Context: an optimization exercise on an open-source flow, tuned for small area, a short achievable clock period and few clock cycles per item. The choices shown serve that exercise and are no tape-out recipe. Where RTL was checked, it was by simulation tests only, not by an equivalence proof against the original. For run 1, only the layout was checked, not whether the RTL still works. Power figures rest on the tool's default switching activity, not on a simulated workload.

==> design.v <==
`timescale 1ns/1ps
`default_nettype none
module mcp_top
(
    input  logic        clk,
    input  logic        rst,
    input  logic        start_req,
    output logic        start_ack,
    input  logic        host_we,
    input  logic [5:0]  host_addr,
    input  logic [15:0] host_wdata,
    output logic [15:0] host_rdata
);
    logic [15:0] mem [64];
    logic [15:0] a00, a01, a10, a11, b00, b01, b10, b11;
    logic [15:0] P [8];                     
    logic [15:0] csum [4];                  
    assign a00 = mem[16];
    assign a01 = mem[17];
    assign a10 = mem[18];
    assign a11 = mem[19];
    assign b00 = mem[20];
    assign b01 = mem[21];
    assign b10 = mem[22];
    assign b11 = mem[23];
    logic        job;
    logic [15:0] x [2];
    logic [2:0]  dst [2];
    assign job = host_we & ~rst & (host_addr[5:3] == 3'b010);
    always_comb begin
        if (host_addr[2]) begin
            x[0]   = host_addr[1] ? a01 : a00;
            x[1]   = host_addr[1] ? a11 : a10;
            dst[0] = {1'b0, host_addr[1:0]};
            dst[1] = {1'b1, host_addr[1:0]};
        end else begin
            x[0]   = host_addr[0] ? b10 : b00;
            x[1]   = host_addr[0] ? b11 : b01;
            dst[0] = {host_addr[1:0], 1'b0};
            dst[1] = {host_addr[1:0], 1'b1};
        end
    end
    logic [7:0]  bneg, bone, btwo;
    logic [15:0] bcor;                      
    always_comb begin
        for (int i = 0; i < 8; i++) begin
            logic lo;
            lo      = (i == 0) ? 1'b0 : host_wdata[2*i - 1];
            bneg[i] = host_wdata[2*i + 1];
            bone[i] = host_wdata[2*i] ^ lo;
            btwo[i] = (host_wdata[2*i + 1] & ~host_wdata[2*i] & ~lo)
                    | (~host_wdata[2*i + 1] & host_wdata[2*i] & lo);
        end
        bcor = '0;
        for (int i = 0; i < 8; i++) bcor[2*i] = bneg[i];
    end
    function automatic logic [15:0] maj3(input logic [15:0] a, input logic [15:0] b,
                                         input logic [15:0] c);
        logic [15:0] m;
        m = (a & b) | (a & c) | (b & c);
        maj3 = {m[14:0], 1'b0};
    endfunction
    logic [15:0] s1 [2][6];                 
    logic [15:0] s1_q [2][6];
    logic [2:0]  dst_q [2];
    logic        job_q;
    always_comb begin
        for (int j = 0; j < 2; j++) begin
            logic [15:0] row [9];
            for (int i = 0; i < 8; i++) begin
                logic [15:0] m;
                m = ({16{bone[i]}} & x[j]) | ({16{btwo[i]}} & {x[j][14:0], 1'b0});
                row[i] = (m ^ {16{bneg[i]}}) << (2*i);
            end
            row[8] = bcor;
            for (int g = 0; g < 3; g++) begin
                s1[j][2*g]     = row[3*g] ^ row[3*g + 1] ^ row[3*g + 2];
                s1[j][2*g + 1] = maj3(row[3*g], row[3*g + 1], row[3*g + 2]);
            end
        end
    end
    always_ff @(posedge clk) begin
        job_q <= job;
        for (int j = 0; j < 2; j++) begin
            dst_q[j] <= dst[j];
            for (int i = 0; i < 6; i++) s1_q[j][i] <= s1[j][i];
        end
    end
    logic [15:0] prod [2];
    always_comb begin
        for (int j = 0; j < 2; j++) begin
            logic [15:0] t0, t1, t2, t3, u0, u1, v0, v1;
            t0 = s1_q[j][0] ^ s1_q[j][1] ^ s1_q[j][2];
            t1 = maj3(s1_q[j][0], s1_q[j][1], s1_q[j][2]);
            t2 = s1_q[j][3] ^ s1_q[j][4] ^ s1_q[j][5];
            t3 = maj3(s1_q[j][3], s1_q[j][4], s1_q[j][5]);
            u0 = t0 ^ t1 ^ t2;
            u1 = maj3(t0, t1, t2);
            v0 = u0 ^ u1 ^ t3;
            v1 = maj3(u0, u1, t3);
            prod[j] = v0 + v1;
        end
    end
    always_ff @(posedge clk) begin
        for (int i = 0; i < 8; i++) begin
            if (job_q && dst_q[0] == 3'(i)) begin
                P[i] <= prod[0];
            end else if (job_q && dst_q[1] == 3'(i)) begin
                P[i] <= prod[1];
            end
        end
    end
    assign csum[0] = P[0] + P[2];
    assign csum[1] = P[1] + P[3];
    assign csum[2] = P[4] + P[6];
    assign csum[3] = P[5] + P[7];
    always_ff @(posedge clk) begin
        if (rst) begin
            start_ack <= 1'b0;
        end else begin
            start_ack <= start_req;
        end
    end
    logic [63:0] rsel;
    logic [63:0] wsel;
    logic [15:0] rval [64];
    logic [15:0] rdata;
    always_comb begin
        for (int i = 0; i < 64; i++) begin
            rsel[i] = host_addr == 6'(i);
            wsel[i] = rsel[i] & host_we & ~rst;
            rval[i] = mem[i];
        end
        for (int i = 0; i < 4; i++) begin
            if (start_ack) rval[24 + i] = csum[i];
        end
        rdata = '0;
        for (int i = 0; i < 64; i++) begin
            rdata = rdata | (rval[i] & {16{rsel[i]}});
        end
    end
    always_ff @(posedge clk) begin
        for (int i = 0; i < 64; i++) begin
            if (i >= 24 && i < 28 && start_ack) begin
                mem[i] <= csum[i - 24];
            end else if (wsel[i]) begin
                mem[i] <= host_wdata;
            end
        end
        host_rdata <= rdata;
    end
endmodule
`default_nettype wire
==> run.sh <==
#!/bin/bash
# synth_recipe.tcl (not shown) runs the flow's synth.tcl, then flattens the netlist and writes it again
# the make line also repeats each setting of config.mk as NAME=value (left out here)
make -C /OpenROAD-flow-scripts/flow DESIGN_CONFIG=/design/flow/config.mk WORK_HOME=/design/flow/orfs CLKGATE_MAP_FILE= SYNTH_SCRIPT=/design/flow/synth_recipe.tcl finish
==> config.mk <==
export PLATFORM = sky130hd
export DESIGN_NAME = mcp_top
export DESIGN_NICKNAME = mcp_top
export VERILOG_FILES = /design/flow/design.v
export SDC_FILE = /design/flow/constraint.sdc
export NUM_CORES = 4
export LEC_CHECK = 0
export ABC_CLOCK_PERIOD_IN_PS = 3000
export CAP_MARGIN = 20
export CORE_MARGIN = 2
export CORE_UTILIZATION = 40
export PLACE_DENSITY = 0.6
export SETUP_SLACK_MARGIN = 5
export SLEW_MARGIN = 20
==> constraint.sdc <==
create_clock -name core_clock -period 8.0 [get_ports {clk}]
set_input_delay 1.6000 -clock core_clock [delete_from_list [all_inputs] [get_ports {clk}]]
set_output_delay 1.6000 -clock core_clock [all_outputs]
set_load 0.01 [all_outputs]
==> results of run 1 <==
## where the power goes
part           switching (W)  total, W  internal [W]
sequential          0.000116   0.00824       0.00813
clock                0.00281   0.00637       0.00356
combinational        0.00512   0.00882       0.00370
## flip-flops by register name, summed over array words and instances, names as in the netlist
signal / count
host_rdata: 16
dst_q: 5
mem: 1024
job_q: 1
s1_q: 110
start_ack: 1
P: 128
## layout make-up
class,count,area share [%]
Antenna cell,13,0.0423
Inverter,98,0.478
Clock inverter,68,0.856
Tap cell,1903,3.10
Sequential cell,1285,48.5
Clock buffer,175,4.82
Timing Repair Buffer,715,10.2
Multi-Input combinational cell,2803,32.0
## layout by cell type (no fill, tap or decap), types with 35 or more instances in the layout
cell type  instances
nor3_4            69
a221oi_2          64
a22oi_2          114
a22oi_1          363
a21oi_1          146
o21ai_1           68
dfxtp_1          110
o22ai_1           70
nand2_1          318
nor2_4            45
edfxtp_1        1152
inv_1             91
nor2_1           237
buf_4            426
xnor2_1           81
ha_1             109
clkbuf_16        156
nand2b_1          44
nand3_1           46
buf_12           102
fa_1              56
mux2i_1           41
o21ai_0           91
mux2_2            52
nor3_1            35
nand4_1           78
o21ai_4           37
buf_6            104
## worst min path at each step
stage / from / endpoint / slack (ps)
2_1_floorplan: mem[25][5] / host_rdata[5] / 500
3_3_place_gp: mem[25][6] / host_rdata[6] / 550
3_5_place_dp: mem[25][5] / host_rdata[5] / 530
4_1_cts: mem[25][5] / host_rdata[5] / 530
5_1_grt: mem[25][5] / host_rdata[5] / 600
6_report: mem[25][5] / host_rdata[5] / 540
## through the flow
step / setup slack, ps / power (W) / area (um^2) / hold WS, ps / std cells
after floorplan: 4440 / 0.0134 / 61000 / 500 / 4458
after global placement: 1980 / 0.0151 / 63000 / 548 / 6278
after detailed placement: 2040 / 0.0152 / 63100 / 532 / 6282
after CTS: 4310 / 0.0224 / 73100 / 528 / 6854
after global routing: 4250 / 0.0244 / 76900 / 598 / 7051
final: 4330 / 0.0234 / 76900 / 543 / 7060
## kinds of logic (layout without fill, tap and decap cells)
family / Yosys count / in the layout / share of synthesized area (%)
AOI/OAI and AO/OA: 1219 / 1230 / 14.2
adders and majority gates: 212 / 212 / 5.60
xor gates and xnor gates: 146 / 146 / 2.20
muxes: 119 / 119 / 2.18
other: 0 / 13 / 0
and+or+nand+nor: 1090 / 1096 / 8.82
buffers and inverters: 387 / 1056 / 2.79
DFF: 1285 / 1285 / 64.2
## repair_timing
| action | in CTS | in global routing |
|---|---|---|
| resized for setup | 589 | 384 |
| pin swaps | 219 | 262 |
| buffers inserted | 306 | 172 |
| endpoints found under the setup margin | 1247 | 432 |
| cloned | 23 | 20 |
## tightest hold or removal path: stages, from the launching register on
cell and delay (ps):
edfxtp_1 310, a21boi_0 80, o21ai_1 110
## routing by layer
layer / track usage, % / vias to the layer above / routed length, um
met5: 3.22 / - / 547
met4: 19.3 / 24 / 19400
met3: 14.8 / 1058 / 42100
met2: 48.3 / 4254 / 111000
met1: 42.7 / 23510 / 92700
li1: - / 18475 / -
==> metrics.yaml, run 1 <==
path_clk_slew_ps: 60
slowest_delay_ps: 600
syn_area_per_cell_um2: 13.0
drt-total-wl_mm: 266
reg2reg_to: "P[4][13]"
synth_most_common_cell: "edfxtp_1"
yosysTopAreaCell: "edfxtp_1"
crit_fanout: 8
syn_inst: 4458
grt_pass1_wl_mm: 345
synth_edf_count: 1152
syn_nets: 4696
startpoint: "s1_q[0][6]"
hold_viol: 0
synthTopCellsByArea: "edfxtp_1, a22oi_1, dfxtp_1"
post-route-util_pct: 53.5
setup_viol: 0
rows: 139
clockBufferDepth: 3
gp_congestion: 1.02
start_util_pct: 40.4
cp_top_family: "adder cells"
fin_crit_ps: 3670
grt_max_degree: 78
clock_sinks: 1285
synth_top_area_share_pct: 59.6
worstSetupEndpoint: "P[4][13]"
fmax_mhz: 272
async_flop_share_pct: 0
drt-vias-per-instance: 6.70
status: "timing/DRC/antenna clean"
drive_gt1_share_pct: 33.6
ioPinCount: 43
postRouteAntennaNets: 0
skew_ps: 45.6
critical_path_arrival_ps: 4180
cap_violations: 0
cp_data_required_time_ps: 8510
r2r_cells: 13
crit_buf_inv: 3
path_class: "register to register"
slew-limit-headroom_pct: 23.8
cp-start-kind: "register"
drc: 0
seq_area_frac_synth_pct: 64.2
min_path_cells: 2
syn-cell-area_um2: 58100
yosys_warnings: 13
fin_nets: 5278
cp.depth: 13
htreeDepth: 4
worst-r2r-setup-slack_ps: 4330
ys_top_cells_by_count: "edfxtp_1, a22oi_1, nand2_1"
cts_tree: "built"
grt_usage_pct: 33.9
worstPathCellList: "fa_1 > inv_2 > fa_1 > inv_2 > ha_4 > ha_4 > nand3_4 > o21ai_4 > a41oi_4 > a211o_4 > buf_12 > xor2_4 > mux2i_1"
ys_types: 79
cts_made_buffers: 137
peakVddDrop_mv: 0.529
hold_path_class: "register to register"
end_kind: "register"
pwr_density_cell_nw_per_um2: 305
wl_per_cell_um: 37.7
antenna_found_initial: 17
synth_seq_cells: 1285
regArea_um2: 37300
clk-insertion-delay-late_ps: 800
rsz0062_at_grt: "yes"
drtIter0Drc: 8524
holdBufCountCts: 0
worstMarginPinSlew_ps: 1140
multi_input_comb_area_um2: 24600
die_h_um: 385
p_leak_nw: 27.3
r2r-start: "s1_q[0][6]"
slowest_stage: "fa_1"
drv_slew: 0
root_buffer: "clkbuf_16"
fillers: 11400
die_x_um: 385
timing.final.crit_share_pct: 45.9
vias: 47321
syn_to_final_growth_pct: 32.5
first_pass_iters: 10
synth_ff_type: "edfxtp_1"
die-area_um2: 148000
coreArea_um2: 144000
io_buffers: 42
gr-total-overflow: 0
hpwl_mm: 158
grt_pass1_vias: 42006
setup_tns_ps: 0
==> run 2: changes to the inputs <==
==> design.v (replaced) <==
`timescale 1ns/1ps
`default_nettype none
module mcp_top
(
    input  logic        clk,
    input  logic        rst,
    input  logic        start_req,
    output logic        start_ack,
    input  logic        host_we,
    input  logic [5:0]  host_addr,
    input  logic [15:0] host_wdata,
    output logic [15:0] host_rdata
);
    logic [15:0] mem [64];
    logic [15:0] a00, a01, a10, a11, b00, b01, b10, b11;
    logic [15:0] P [8];                     
    logic [7:0]  pv;                        
    logic        job_v;                     
    logic [2:0]  job_w;                     
    logic [15:0] mul_a [2];
    logic [15:0] mul_b [2];
    logic [15:0] mul_p [2];
    logic [2:0]  mul_d [2];                 
    logic [15:0] csum [4];                  
    assign a00 = mem[16];
    assign a01 = mem[17];
    assign a10 = mem[18];
    assign a11 = mem[19];
    assign b00 = mem[20];
    assign b01 = mem[21];
    assign b10 = mem[22];
    assign b11 = mem[23];
    always_comb begin
        case (job_w)
            3'b000: begin mul_a[0] = a00; mul_b[0] = b00; mul_a[1] = a00; mul_b[1] = b01; end
            3'b001: begin mul_a[0] = a01; mul_b[0] = b10; mul_a[1] = a01; mul_b[1] = b11; end
            3'b010: begin mul_a[0] = a10; mul_b[0] = b00; mul_a[1] = a10; mul_b[1] = b01; end
            3'b011: begin mul_a[0] = a11; mul_b[0] = b10; mul_a[1] = a11; mul_b[1] = b11; end
            3'b100: begin mul_a[0] = a00; mul_b[0] = b00; mul_a[1] = a10; mul_b[1] = b00; end
            3'b101: begin mul_a[0] = a00; mul_b[0] = b01; mul_a[1] = a10; mul_b[1] = b01; end
            3'b110: begin mul_a[0] = a01; mul_b[0] = b10; mul_a[1] = a11; mul_b[1] = b10; end
            default: begin mul_a[0] = a01; mul_b[0] = b11; mul_a[1] = a11; mul_b[1] = b11; end
        endcase
        for (int j = 0; j < 2; j++) begin
            if (job_w[2]) begin
                mul_d[j] = {j[0], job_w[1], job_w[0]};
            end else begin
                mul_d[j] = {job_w[1], job_w[0], j[0]};
            end
            mul_p[j] = mul_a[j] * mul_b[j];
        end
    end
    always_ff @(posedge clk) begin
        for (int i = 0; i < 8; i++) begin
            if (job_v && mul_d[0] == 3'(i)) begin
                P[i] <= mul_p[0];
            end else if (job_v && mul_d[1] == 3'(i)) begin
                P[i] <= mul_p[1];
            end
        end
    end
    logic [7:0] pv_next;
    logic [3:0] ref_need;                   
    logic       ref_v;
    logic [1:0] ref_w;
    logic       host_job;
    always_comb begin
        pv_next = pv;
        for (int i = 0; i < 8; i++) begin
            if (job_v && (mul_d[0] == 3'(i) || mul_d[1] == 3'(i))) pv_next[i] = 1'b1;
        end
        for (int i = 0; i < 4; i++) begin
            ref_need[i] = ~pv[2*i] | ~pv[2*i + 1];
            if (job_v && job_w == 3'(i)) ref_need[i] = 1'b0;
        end
        ref_v = 1'b0;
        ref_w = 2'd0;
        for (int i = 3; i >= 0; i--) begin
            if (ref_need[i]) begin
                ref_v = 1'b1;
                ref_w = 2'(i);
            end
        end
    end
    assign host_job = host_we && host_addr[5:3] == 3'b010;
    always_ff @(posedge clk) begin
        if (rst) begin
            job_v <= 1'b0;
            pv    <= '0;
        end else begin
            pv <= pv_next;
            if (host_job) begin
                job_v <= 1'b1;
                job_w <= host_addr[2:0];
            end else begin
                job_v <= start_req & ~start_ack & ref_v;
                job_w <= {1'b0, ref_w};
            end
        end
    end
    assign csum[0] = P[0] + P[2];
    assign csum[1] = P[1] + P[3];
    assign csum[2] = P[4] + P[6];
    assign csum[3] = P[5] + P[7];
    always_ff @(posedge clk) begin
        if (rst) begin
            start_ack <= 1'b0;
        end else begin
            start_ack <= start_req & (start_ack | (&pv_next));
        end
    end
    logic [63:0] rsel;
    logic [63:0] wsel;
    logic [15:0] rval [64];
    logic [15:0] rdata;
    always_comb begin
        for (int i = 0; i < 64; i++) begin
            rsel[i] = host_addr == 6'(i);
            wsel[i] = rsel[i] & host_we & ~rst;
            rval[i] = mem[i];
        end
        for (int i = 0; i < 4; i++) begin
            if (start_ack) rval[24 + i] = csum[i];
        end
        rdata = '0;
        for (int i = 0; i < 64; i++) begin
            rdata = rdata | (rval[i] & {16{rsel[i]}});
        end
    end
    always_ff @(posedge clk) begin
        for (int i = 0; i < 64; i++) begin
            if (i >= 24 && i < 28 && start_ack) begin
                mem[i] <= csum[i - 24];
            end else if (wsel[i]) begin
                mem[i] <= host_wdata;
            end
        end
        host_rdata <= rdata;
    end
endmodule
`default_nettype wire
--- a/config.mk
+++ b/config.mk
@@ -7,3 +7,2 @@
 export LEC_CHECK = 0
-export ABC_CLOCK_PERIOD_IN_PS = 3000
 export CAP_MARGIN = 20
@@ -12,3 +11,2 @@
 export PLACE_DENSITY = 0.6
-export SETUP_SLACK_MARGIN = 5
 export SLEW_MARGIN = 20
==> run 2 against run 1 <==
  * Register-to-register slack lost 3800 ps
  * Clock-buffer cell count is 42 lower
  * Via count down 14%
==> metrics.yaml, run 2 <==
die_h_um: 380  # -1.3%
cap_violations: 0  # unchanged
wl_per_cell_um: 35.3  # -6.4%
status: "timing/DRC/antenna clean"
cts_made_buffers: 115  # -16%
drv_slew: 0  # unchanged
grt_pass1_vias: 38567  # -8.2%
postRouteAntennaNets: 0  # unchanged
setup_tns_ps: 0  # unchanged
clock_power_share_pct: 27.6  # +0.4 points
fin_nets: 4834  # -8.4%
synth_seq_cells: 1181  # -8.1%
fmax_mhz: 133  # -51%
ys_types: 85  # +7.6%
clockBufferDepth: 3  # unchanged
rows: 137  # -1.4%
syn_to_final_growth_pct: 14.6
slowest_delay_ps: 630  # +30 ps
peakVddDrop_mv: 0.550  # +4.1%
yosys_warnings: 9  # -4
end_kind: "register"
post-place-cells: 6245  # -0.59%
die-area_um2: 144000  # -2.6%
drt-total-wl_mm: 229  # -14%
skew_ps: 73.6  # +27.9 ps
syn_area_per_cell_um2: 13.2  # +1.6%
grt_pass1_wl_mm: 312  # -9.6%
coreArea_um2: 140000  # -2.7%
path_common_cell: "fa_1"
fin_cells: 6470  # -8.4%
seq_area_frac_synth_pct: 62.3  # -1.9 points
holdBufCountCts: 0  # unchanged
layout_common_cells: "edfxtp_1, nand2_1, a22oi_1, inv_1, buf_4"
grt_max_degree: 63  # -19%
synthTopCellsByArea: "edfxtp_1, a22oi_1, fa_1"
vias: 40764  # -14%
synth_ff_type: "edfxtp_1"
synth_most_common_cell: "edfxtp_1"
yosysTopAreaCell: "edfxtp_1"
rsz0062_at_grt: "no"
hold_path_class: "register to register"
gr-total-overflow: 0  # unchanged
hpwl_mm: 157  # -0.22%
intPower_w: 0.0137  # -11%
path_clk_slew_ps: 70  # about the same
cp_data_required_time_ps: 8570  # +60 ps
drtIter0Drc: 6599  # -23%
die_x_um: 380  # -1.3%
layout_commonest_cell: "edfxtp_1"
reg.largest.list: "mem: 1024 flops, P: 128 flops, host_rdata: 16 flops"
root_buffer: "clkbuf_16"
largest_reg_flops: 1024  # unchanged
syn_nets: 4621  # -1.6%
gp_congestion: 0.980  # -4.1%
start_util_pct: 40.4  # +0.067 points
cts_tree: "built"
combPwrFrac_pct: 36.3  # -1.3 points
async_flop_share_pct: 0  # unchanged
top_register: "mem"
sw_frac_of_total_pct: 34.7  # +0.31 points
cp-start-kind: "register"
syn-cell-area_um2: 56500  # -2.6%
setup_viol: 0  # unchanged
pwr_density_cell_nw_per_um2: 324  # +6.5%
antenna_found_initial: 9  # -8
grt_usage_pct: 31.0  # -2.9 points
crit_fanout: 8  # unchanged
drc: 0  # unchanged
htreeDepth: 3  # -1
p_leak_nw: 23.1  # -15%
fillers: 12600  # +11%
worstMarginPinSlew_ps: 1250  # +109 ps
clock_sinks: 1181  # -8.1%
drive_gt1_share_pct: 13.4  # -20 points
worstPathCellList: "nor2b_2 > buf_4 > mux2_2 > o21ai_1 > nor2_1 > fa_1 > inv_1 > fa_1 > inv_1 > fa_1 > fa_1 > inv_1 > fa_1 > fa_1 > xor2_1 > xnor2_1 > xnor2_1 > xnor2_1 > xnor2_1 > xnor2_1 > xnor3_1 > o31ai_1"
p_switching_w: 0.00729  # -9.4%
synth_edf_count: 1155  # +0.26%
ys_top_cells_by_count: "edfxtp_1, nand2_1, a22oi_1"
critical_path_arrival_ps: 8070  # +3890 ps
first_pass_iters: 6  # -4
slew-limit-headroom_pct: 16.1  # -7.7 points
io_buffers: 42  # unchanged
clk-insertion-delay-late_ps: 770  # -30 ps
fin_crit_ps: 7500  # +3830 ps
drt-vias-per-instance: 6.30  # -6.0%
path_class: "register to register"
synth_top_area_share_pct: 61.3  # +1.7 points
slowest_stage: "xnor3_1"
syn_inst: 4273  # -4.1%
p_seq_share_pct: 36.1  # +0.9 points
timing.final.crit_share_pct: 93.7  # +48 points
ioPinCount: 43  # unchanged
worst-r2r-setup-slack_ps: 500  # -3830 ps
hold_viol: 0  # unchanged
==> run 2: cell types whose count changed after synthesis, moves of 35 or more <==
| cell | change |
|---|---|
| clkbuf_1 | -41 |
| nand2_1 | +118 |
| nor2_1 | -55 |
| fa_1 | +84 |
| o21ai_0 | -58 |
| mux2_2 | -37 |
| a21oi_1 | -80 |
| a221oi_1 | -67 |
| inv_1 | +181 |
| dfxtp_1 | -107 |
| o22ai_1 | -85 |
| a22oi_1 | -35 |
==> run 2: critical path: cells and delay by family, from the launching register on <==
family | cells | cell delay [ps]
buf+inv | 4 | 450
simple gates | 2 | 650
fa+ha+maj | 6 | 3010
mux | 1 | 340
compound gates | 2 | 510
xor+xnor | 7 | 1810
flops | 1 | 540
==> run 2: layout make-up <==
type,instances,area (um^2),share of cell area (%)
antenna,6,15.0,0.0232
clock buffer,133,2950,4.54
clock inverter,86,1040,1.60
inverter,279,1050,1.62
multi-input combinational,2613,20000,30.8
sequential,1181,35200,54.3
tap,1876,2350,3.62
timing repair buffer,296,2260,3.49
==> run 2: path summary, 6_finish.rpt <==
path	depth (start not counted)	start	end
max reg2reg	22	job_w[0]	P[0][15]
min reg2reg	2	pv[4]	pv[4]
min	2	pv[4]	pv[4]
max	22	job_w[0]	P[0][15]
==> run 2: repair_timing <==
action | in CTS | in global routing
buffers inserted | 0 | 0
hold endpoints to repair | 0 | 0
endpoints found under the setup margin | 0 | 6
gates resized for setup | 0 | 4
==> run 2: kinds of logic after synthesis <==
family          Yosys count  synth area share [%]
compound gates          943                  12.0
flops                  1181                  62.3
buf+inv                 479                  3.45
mux                      92                  1.71
xor+xnor                136                  2.23
fa+ha+maj               322                  9.30
simple gates           1120                  9.06
==> run 2: layer usage <==
layer / up-vias / part of all wire [%] / track usage, %
li1: 16455 / - / -
met1: 20457 / 37 / 40.3
met2: 3154 / 43 / 45.9
met3: 692 / 13 / 10.3
met4: 6 / 6.6 / 16.8
met5: - / 0.019 / 0
==> run 2: metrics by stage <==
| stage | hold slack (ps) | instance area, um^2 | total power [W] | utilization, % | worst slack [ps] |
|---|---|---|---|---|---|
| finish | 487 | 64800 | 0.0210 | 46.3 | 501 |
| CTS | 490 | 64800 | 0.0211 | 46.3 | 479 |
| global route | 521 | 64800 | 0.0221 | 46.3 | 15.4 |
| floorplan | 451 | 56500 | 0.0123 | - | 1140 |
| detailed placement | 476 | 60800 | 0.0154 | 43.4 | 516 |
| global placement | 464 | 60800 | 0.0152 | 43.4 | 568 |
==> run 2: power groups by stage <==
stage | Combinational, W | Sequential (W) | Clock (W)
after floorplan | 0.00455 | 0.00771 | 0
after global placement | 0.00751 | 0.00772 | 0
after detailed placement | 0.00764 | 0.00772 | 0
after CTS | 0.00770 | 0.00759 | 0.00581
after global routing | 0.00845 | 0.00760 | 0.00605
final | 0.00764 | 0.00759 | 0.00580
Testbench counts of run 2, summed over its fixed seeds: cycles 832, runs 64.

separate check: timing with driven ports:
No port has a modelled driver above. Below, the same layouts with a new extraction and two added sets of constraints.
Step 1 assumes that a clkbuf_16 drives the clock port and a buf_2 every other input.
Step 2 times the ports against the registers' clock, not the clock port: input delays grow and output delays shrink by t, the midpoint of the rising clock arrivals with the driver on.
Three values: ideal, step 1, step 2; two values: the first two.
| run | shift t [ns] | slack for setup (ns) | clock arrival spread, ns |
|---|---|---|---|
| run 1 | 0.877 | 4.327 / 4.327 / 3.483 | 0.061 / 0.060 |
| run 2 | 0.815 | 0.501 / 0.501 / 0.501 | 0.076 / 0.076 |
After both steps every run listed still meets setup and hold. For run 1, which loses most, drivers alone change the setup slack by 0.000 ns; drivers and shift together by -0.844 ns.
